Context: an optimization exercise on an open-source flow, tuned for small area. The choices shown serve that exercise and are no tape-out recipe.
Only simulation tests tie the RTL to the original design; equivalence was not proved.
Power figures rest on the tool's default switching activity, not on a simulated workload.

==> flow/design.v <==
module asr_oai221 (input logic a1, a2, b1, b2, c1, output logic y);
  assign y = ~((a1 | a2) & (b1 | b2) & c1);
endmodule
module asr_nand3 (input logic a, b, c, output logic y);
  assign y = ~(a & b & c);
endmodule
module asr_inv (input logic a, output logic y);
  assign y = ~a;
endmodule
module asr_nor2 (input logic a, b, output logic y);
  assign y = ~(a | b);
endmodule
module asr_nor3 (input logic a, b, c, output logic y);
  assign y = ~(a | b | c);
endmodule
module asr_aoi22 (input logic a1, a2, b1, b2, output logic y);
  assign y = ~((a1 & a2) | (b1 & b2));
endmodule
module asr_oai22 (input logic a1, a2, b1, b2, output logic y);
  assign y = ~((a1 | a2) & (b1 | b2));
endmodule
module asr_nand2 (input logic a, b, output logic y);
  assign y = ~(a & b);
endmodule
module asr_ao22 (input logic a1, a2, b1, b2, output logic y);
  assign y = (a1 & a2) | (b1 & b2);
endmodule
module asr_rcomb (input logic [7:0] p, input logic hold, r, output logic y);
  assign y = (|p) | (hold & r);
endmodule
module alt_sync_ram #(
  parameter int WIDTH         = 64,
  parameter int WIDTHAD       = 4,
  parameter int NUMWORDS      = 1 << WIDTHAD,
  parameter int WIDTH_BYTEENA = 8,
  parameter int OUTDATA_REG   = 1
) (
  input  logic                     clock0,
  input  logic                     aclr0,
  input  logic                     clocken0,
  input  logic                     wren_a,
  input  logic                     wren_b,
  input  logic                     rden_a,
  input  logic                     rden_b,
  input  logic [WIDTHAD-1:0]       address_a,
  input  logic [WIDTHAD-1:0]       address_b,
  input  logic [WIDTH-1:0]         data_a,
  input  logic [WIDTH-1:0]         data_b,
  input  logic [WIDTH_BYTEENA-1:0] byteena_a,
  input  logic [WIDTH_BYTEENA-1:0] byteena_b,
  input  logic                     addressstall_a,
  input  logic                     addressstall_b,
  output logic [WIDTH-1:0]         q_a,
  output logic [WIDTH-1:0]         q_b
);
  localparam int LANE  = WIDTH / WIDTH_BYTEENA;
  localparam int PAIRS = NUMWORDS / 2;
  logic [NUMWORDS-1:0][WIDTH-1:0] mem_n;
  logic [NUMWORDS-1:0][WIDTH-1:0] keep_n;
  logic [NUMWORDS-1:0][WIDTH-1:0] mem_n_nxt;
  genvar gw;
  logic [WIDTHAD-1:0] addr_reg_a, addr_reg_b;
  logic [WIDTHAD-1:0] raddr_a, raddr_b;
  logic [WIDTH-1:0]   rdata_a, rdata_b;
  logic [WIDTH-1:0]   rdata_a_nxt, rdata_b_nxt;
  logic [WIDTH-1:0]   q_a_nxt, q_b_nxt;
  localparam int WSL = 2;
  localparam int RSL = 4;
  logic [WSL-1:0][NUMWORDS-1:0] wdec_a, wdec_b;
  logic [WIDTH_BYTEENA-1:0] wbe_a, wbe_b;
  logic [NUMWORDS-1:0][WIDTH_BYTEENA-1:0] sel_a_n, sel_b_n, hold;
  logic [RSL-1:0][NUMWORDS-1:0] rsel_a_n, rsel_b_n;
  logic ren_a_n, ren_b_n;
  logic cken_n;
  logic rclr_a, rclr_b;
  logic qld_a, qld_b;
  assign raddr_a = addressstall_a ? addr_reg_a : address_a;
  assign raddr_b = addressstall_b ? addr_reg_b : address_b;
  assign ren_a_n = ~(clocken0 & rden_a);
  assign ren_b_n = ~(clocken0 & rden_b);
  assign cken_n  = ~clocken0;
  assign qld_a   = clocken0 & ~rclr_a;
  assign qld_b   = clocken0 & ~rclr_b;
  always_comb
    for (int i = 0; i < WIDTH_BYTEENA; i++) begin
      wbe_a[i] = clocken0 & wren_a & byteena_a[i];
      wbe_b[i] = clocken0 & wren_b & byteena_b[i];
    end
  logic [3:0][WIDTHAD-1:0] dec_in, dec_in_n;
  assign dec_in = {raddr_b, raddr_a, address_b, address_a};
  logic [1:0][3:0] wlo_n, whi_n, rlo, rhi;
  logic [1:0] ren;
  assign ren = {~ren_b_n, ~ren_a_n};
  genvar gp, gj, gx;
  generate
    for (gx = 0; gx < 4; gx++) begin : g_ainv
      for (gj = 0; gj < WIDTHAD; gj++) begin : g_bit
        asr_inv u_inv (.a(dec_in[gx][gj]), .y(dec_in_n[gx][gj]));
      end
    end
    for (gp = 0; gp < 2; gp++) begin : g_pdec
      for (gj = 0; gj < 4; gj++) begin : g_q
        asr_nand2 u_wlo (
          .a(gj[0] ? dec_in[gp][0] : dec_in_n[gp][0]),
          .b(gj[1] ? dec_in[gp][1] : dec_in_n[gp][1]), .y(wlo_n[gp][gj])
        );
        asr_nand2 u_whi (
          .a(gj[0] ? dec_in[gp][2] : dec_in_n[gp][2]),
          .b(gj[1] ? dec_in[gp][3] : dec_in_n[gp][3]), .y(whi_n[gp][gj])
        );
        asr_nor2 u_rlo (
          .a(gj[0] ? dec_in_n[gp+2][0] : dec_in[gp+2][0]),
          .b(gj[1] ? dec_in_n[gp+2][1] : dec_in[gp+2][1]), .y(rlo[gp][gj])
        );
        asr_nor3 u_rhi (
          .a(gj[0] ? dec_in_n[gp+2][2] : dec_in[gp+2][2]),
          .b(gj[1] ? dec_in_n[gp+2][3] : dec_in[gp+2][3]),
          .c(~ren[gp]), .y(rhi[gp][gj])
        );
      end
    end
    for (gw = 0; gw < NUMWORDS; gw++) begin : g_dec
      for (gx = 0; gx < WSL; gx++) begin : g_ws
        asr_nor2  u_wdec_a (.a(wlo_n[0][gw % 4]), .b(whi_n[0][gw / 4]), .y(wdec_a[gx][gw]));
        asr_nor2  u_wdec_b (.a(wlo_n[1][gw % 4]), .b(whi_n[1][gw / 4]), .y(wdec_b[gx][gw]));
      end
      for (gx = 0; gx < RSL; gx++) begin : g_rs
        asr_nand2 u_rsel_a (.a(rlo[0][gw % 4]), .b(rhi[0][gw / 4]), .y(rsel_a_n[gx][gw]));
        asr_nand2 u_rsel_b (.a(rlo[1][gw % 4]), .b(rhi[1][gw / 4]), .y(rsel_b_n[gx][gw]));
      end
    end
  endgenerate
  genvar gi, gb, gk;
  generate
    for (gw = 0; gw < NUMWORDS; gw++) begin : g_word
      for (gi = 0; gi < WIDTH_BYTEENA; gi++) begin : g_lane
        asr_nand2 u_sa (.a(wdec_a[gi*WSL/WIDTH_BYTEENA][gw]), .b(wbe_a[gi]), .y(sel_a_n[gw][gi]));
        asr_nand3 u_sb (.a(wdec_b[gi*WSL/WIDTH_BYTEENA][gw]), .b(wbe_b[gi]), .c(sel_a_n[gw][gi]), .y(sel_b_n[gw][gi]));
        asr_aoi22 u_h (
          .a1(wdec_a[gi*WSL/WIDTH_BYTEENA][gw]), .a2(wbe_a[gi]),
          .b1(wdec_b[gi*WSL/WIDTH_BYTEENA][gw]), .b2(wbe_b[gi]), .y(hold[gw][gi])
        );
      end
      for (gb = 0; gb < WIDTH; gb++) begin : g_bit
        asr_nand2 u_keep (.a(hold[gw][gb/LANE]), .b(mem_n[gw][gb]), .y(keep_n[gw][gb]));
        asr_oai221 u_next (
          .a1(sel_a_n[gw][gb/LANE]), .a2(data_a[gb]),
          .b1(sel_b_n[gw][gb/LANE]), .b2(data_b[gb]),
          .c1(keep_n[gw][gb]),
          .y(mem_n_nxt[gw][gb])
        );
      end
    end
    for (gb = 0; gb < WIDTH; gb++) begin : g_rd
      logic [PAIRS-1:0] pa, pb;
      for (gk = 0; gk < PAIRS; gk++) begin : g_pair
        asr_oai22 u_pa (
          .a1(rsel_a_n[gb*RSL/WIDTH][2*gk]),   .a2(mem_n[2*gk][gb]),
          .b1(rsel_a_n[gb*RSL/WIDTH][2*gk+1]), .b2(mem_n[2*gk+1][gb]), .y(pa[gk])
        );
        asr_oai22 u_pb (
          .a1(rsel_b_n[gb*RSL/WIDTH][2*gk]),   .a2(mem_n[2*gk][gb]),
          .b1(rsel_b_n[gb*RSL/WIDTH][2*gk+1]), .b2(mem_n[2*gk+1][gb]), .y(pb[gk])
        );
      end
      asr_rcomb u_ra (.p(pa), .hold(ren_a_n), .r(rdata_a[gb]), .y(rdata_a_nxt[gb]));
      asr_rcomb u_rb (.p(pb), .hold(ren_b_n), .r(rdata_b[gb]), .y(rdata_b_nxt[gb]));
      asr_ao22  u_qa (.a1(qld_a), .a2(rdata_a[gb]), .b1(cken_n), .b2(q_a[gb]), .y(q_a_nxt[gb]));
      asr_ao22  u_qb (.a1(qld_b), .a2(rdata_b[gb]), .b1(cken_n), .b2(q_b[gb]), .y(q_b_nxt[gb]));
    end
  endgenerate
  always_ff @(posedge clock0) begin
    mem_n <= mem_n_nxt;
  end
  always_ff @(posedge clock0) begin
    if (clocken0) begin
      addr_reg_a <= raddr_a;
      addr_reg_b <= raddr_b;
    end
  end
  always_ff @(posedge clock0) begin
    rdata_a <= rdata_a_nxt;
    rdata_b <= rdata_b_nxt;
  end
  always_ff @(posedge clock0 or posedge aclr0) begin
    if (aclr0) begin
      rclr_a <= 1'b1;
      rclr_b <= 1'b1;
    end else begin
      if (~ren_a_n) rclr_a <= 1'b0;
      if (~ren_b_n) rclr_b <= 1'b0;
    end
  end
  generate
    if (OUTDATA_REG != 0) begin : g_outreg
      always_ff @(posedge clock0 or posedge aclr0) begin
        if (aclr0) begin
          q_a <= '0;
          q_b <= '0;
        end else begin
          q_a <= q_a_nxt;
          q_b <= q_b_nxt;
        end
      end
    end else begin : g_outcomb
      assign q_a = rdata_a;
      assign q_b = rdata_b;
    end
  endgenerate
endmodule
export LEC_CHECK = 0
export CAP_MARGIN = 15
export CORE_MARGIN = 2
export CORE_UTILIZATION = 40
export GPL_TIMING_DRIVEN = 0
export PLACE_DENSITY = 0.85
export SETUP_SLACK_MARGIN = 0.5
export SLEW_MARGIN = 15
export SYNTH_HIERARCHICAL = 1
create_clock -name core_clock -period 4.0 [get_ports {clock0}]
standard.sh (not shown) runs the stock make flow with config.mk's settings and CLKGATE_MAP_FILE= SYNTH_SCRIPT=/design/flow/synth_recipe.tcl, a recipe that flattens the netlist after the stock synthesis.
==> flow/flow/run.sh <==
#!/bin/bash
# Layout flow: the standard flow (standard.sh) with these changes.
#  1. After the standard synthesis, the o221ai, nor3 and a22oi cells that ABC sized up inside the one-gate
#     modules go back to drive strength 1; later repair steps size them up again where timing
#     or slew needs it. Registers are not touched.
#  2. Ports are buffered with the smallest buffer instead of a delay cell.
#  3. Clock tree: clkbuf_8 buffers, larger sink clusters, no dummy loads.
# Each make run writes its full output to a log file here; ORFS keeps its per-step logs under
# orfs/logs.
set -euo pipefail
R=orfs/results/${FLOW_PLATFORM:-sky130hd}/alt_sync_ram/base

bash standard.sh synth > run_synth.log 2>&1

sed -i -E 's/\bsky130_fd_sc_hd__(o221ai|nor3|a22oi)_2\b/sky130_fd_sc_hd__\1_1/g' "$R/1_2_yosys.v"
grep -c "sky130_fd_sc_hd__o221ai_1 " "$R/1_2_yosys.v" > run_resize.log || true

CTS="-sink_clustering_enable -repair_clock_nets -dont_use_dummy_load"
CTS="$CTS -buf_list {sky130_fd_sc_hd__clkbuf_8} -sink_clustering_size 15 -sink_clustering_max_diameter 60"
bash standard.sh "BUFFER_PORTS_ARGS=-buffer_cell sky130_fd_sc_hd__buf_1" "CTS_ARGS=$CTS" \
  finish > run_layout.log 2>&1
The baseline completed with no timing, DRC or antenna violations.
Next try:
--- a/flow/flow/run.sh
+++ b/flow/flow/run.sh
@@ -18,3 +18,3 @@
 CTS="-sink_clustering_enable -repair_clock_nets -dont_use_dummy_load"
-CTS="$CTS -buf_list {sky130_fd_sc_hd__clkbuf_8} -sink_clustering_size 15 -sink_clustering_max_diameter 60"
+CTS="$CTS -buf_list {sky130_fd_sc_hd__clkbuf_8} -sink_clustering_size 17 -sink_clustering_max_diameter 100"
 bash standard.sh "BUFFER_PORTS_ARGS=-buffer_cell sky130_fd_sc_hd__buf_1" "CTS_ARGS=$CTS" \
--- a/flow/config.mk
+++ b/flow/config.mk
@@ -7,3 +7,3 @@
 export LEC_CHECK = 0
-export CAP_MARGIN = 15
+export CAP_MARGIN = 10
 export CORE_MARGIN = 2
@@ -11,5 +11,5 @@
 export GPL_TIMING_DRIVEN = 0
-export PLACE_DENSITY = 0.85
-export SETUP_SLACK_MARGIN = 0.5
-export SLEW_MARGIN = 15
+export PLACE_DENSITY = 0.7
+export SETUP_SLACK_MARGIN = 0.35
+export SLEW_MARGIN = 10
 export SYNTH_HIERARCHICAL = 1
Sequential cell count stays the same.
Synthesized cell count is unchanged.
Non-clock buffer count fell by 10.
Final area decreases by 1.0%.
Setup slack degrades by 100 ps.
Register-to-register slack improves by 100 ps.
Routed wire length fell by 2.0%.
Global-route usage decreases by 0.50 points.
Next try:
--- a/flow/flow/run.sh
+++ b/flow/flow/run.sh
@@ -18,3 +18,3 @@
 CTS="-sink_clustering_enable -repair_clock_nets -dont_use_dummy_load"
-CTS="$CTS -buf_list {sky130_fd_sc_hd__clkbuf_8} -sink_clustering_size 17 -sink_clustering_max_diameter 100"
+CTS="$CTS -buf_list {sky130_fd_sc_hd__clkbuf_8} -sink_clustering_size 16 -sink_clustering_max_diameter 100"
 bash standard.sh "BUFFER_PORTS_ARGS=-buffer_cell sky130_fd_sc_hd__buf_1" "CTS_ARGS=$CTS" \
--- a/flow/config.mk
+++ b/flow/config.mk
@@ -7,3 +7,3 @@
 export LEC_CHECK = 0
-export CAP_MARGIN = 10
+export CAP_MARGIN = 5
 export CORE_MARGIN = 2
@@ -12,4 +12,4 @@
 export PLACE_DENSITY = 0.7
-export SETUP_SLACK_MARGIN = 0.35
-export SLEW_MARGIN = 10
+export SETUP_SLACK_MARGIN = 0.25
+export SLEW_MARGIN = 5
 export SYNTH_HIERARCHICAL = 1
This time the run finished with max-capacitance violations, max-slew violations left.
Register-to-register slack gets worse by 60 ps.
Total power increases by 0.43%.
Critical path depth is unchanged.
Cell count barely changes.
Next try:
--- a/flow/config.mk
+++ b/flow/config.mk
@@ -7,3 +7,3 @@
 export LEC_CHECK = 0
-export CAP_MARGIN = 5
+export CAP_MARGIN = 10
 export CORE_MARGIN = 2
@@ -13,3 +13,3 @@
 export SETUP_SLACK_MARGIN = 0.25
-export SLEW_MARGIN = 5
+export SLEW_MARGIN = 10
 export SYNTH_HIERARCHICAL = 1
Outcome: The new run passed the timing, design-rule and antenna checks; power stays flat; core utilization barely changes; setup slack degrades by 32 ps; sequential power hardly moves; global-route usage is about the same; sequential cell count stays the same; non-clock buffer count is higher by 2; synthesized area does not change; wire length shrinks by 0.48%; combinational power is about the same; design area hardly moves.

separate check: timing with driven ports:
The results above use ideal ports. As a check the final layouts listed here were re-extracted and re-timed, cells and wires unchanged.
Step 1, drivers: a clkbuf_16 drives clock0 and a buf_2 each remaining input, both assumed.
Step 2 times the ports against the registers' clock, not the clock port: input delays grow and output delays shrink by t, the midpoint of the rising clock arrivals with the driver on.
Slacks: ideal ports / drivers / drivers and shift; pairs: ideal ports / drivers.
run | t (ns) | setup WS [ns] | worst hold slack (ns) | worst setup path after step 2 | latest minus earliest clock arrival (ns)
the first run | 0.908 | 0.275 / 0.322 / -0.586 | 0.052 / 0.012 / 0.464 | input to register | 0.089 / 0.089
the second run | 0.889 | 0.173 / 0.224 / -0.666 | 0.072 / 0.033 / 0.478 | input to register | 0.044 / 0.043
the third run | 0.901 | 0.196 / 0.248 / -0.653 | 0.227 / 0.183 / 0.477 | input to register | 0.050 / 0.051
the fourth run | 0.905 | 0.164 / 0.216 / -0.690 | 0.045 / 0.005 / 0.477 | input to register | 0.055 / 0.055
For the first run, which loses most, drivers alone change the setup slack by +0.047 ns; drivers and shift together by -0.861 ns.
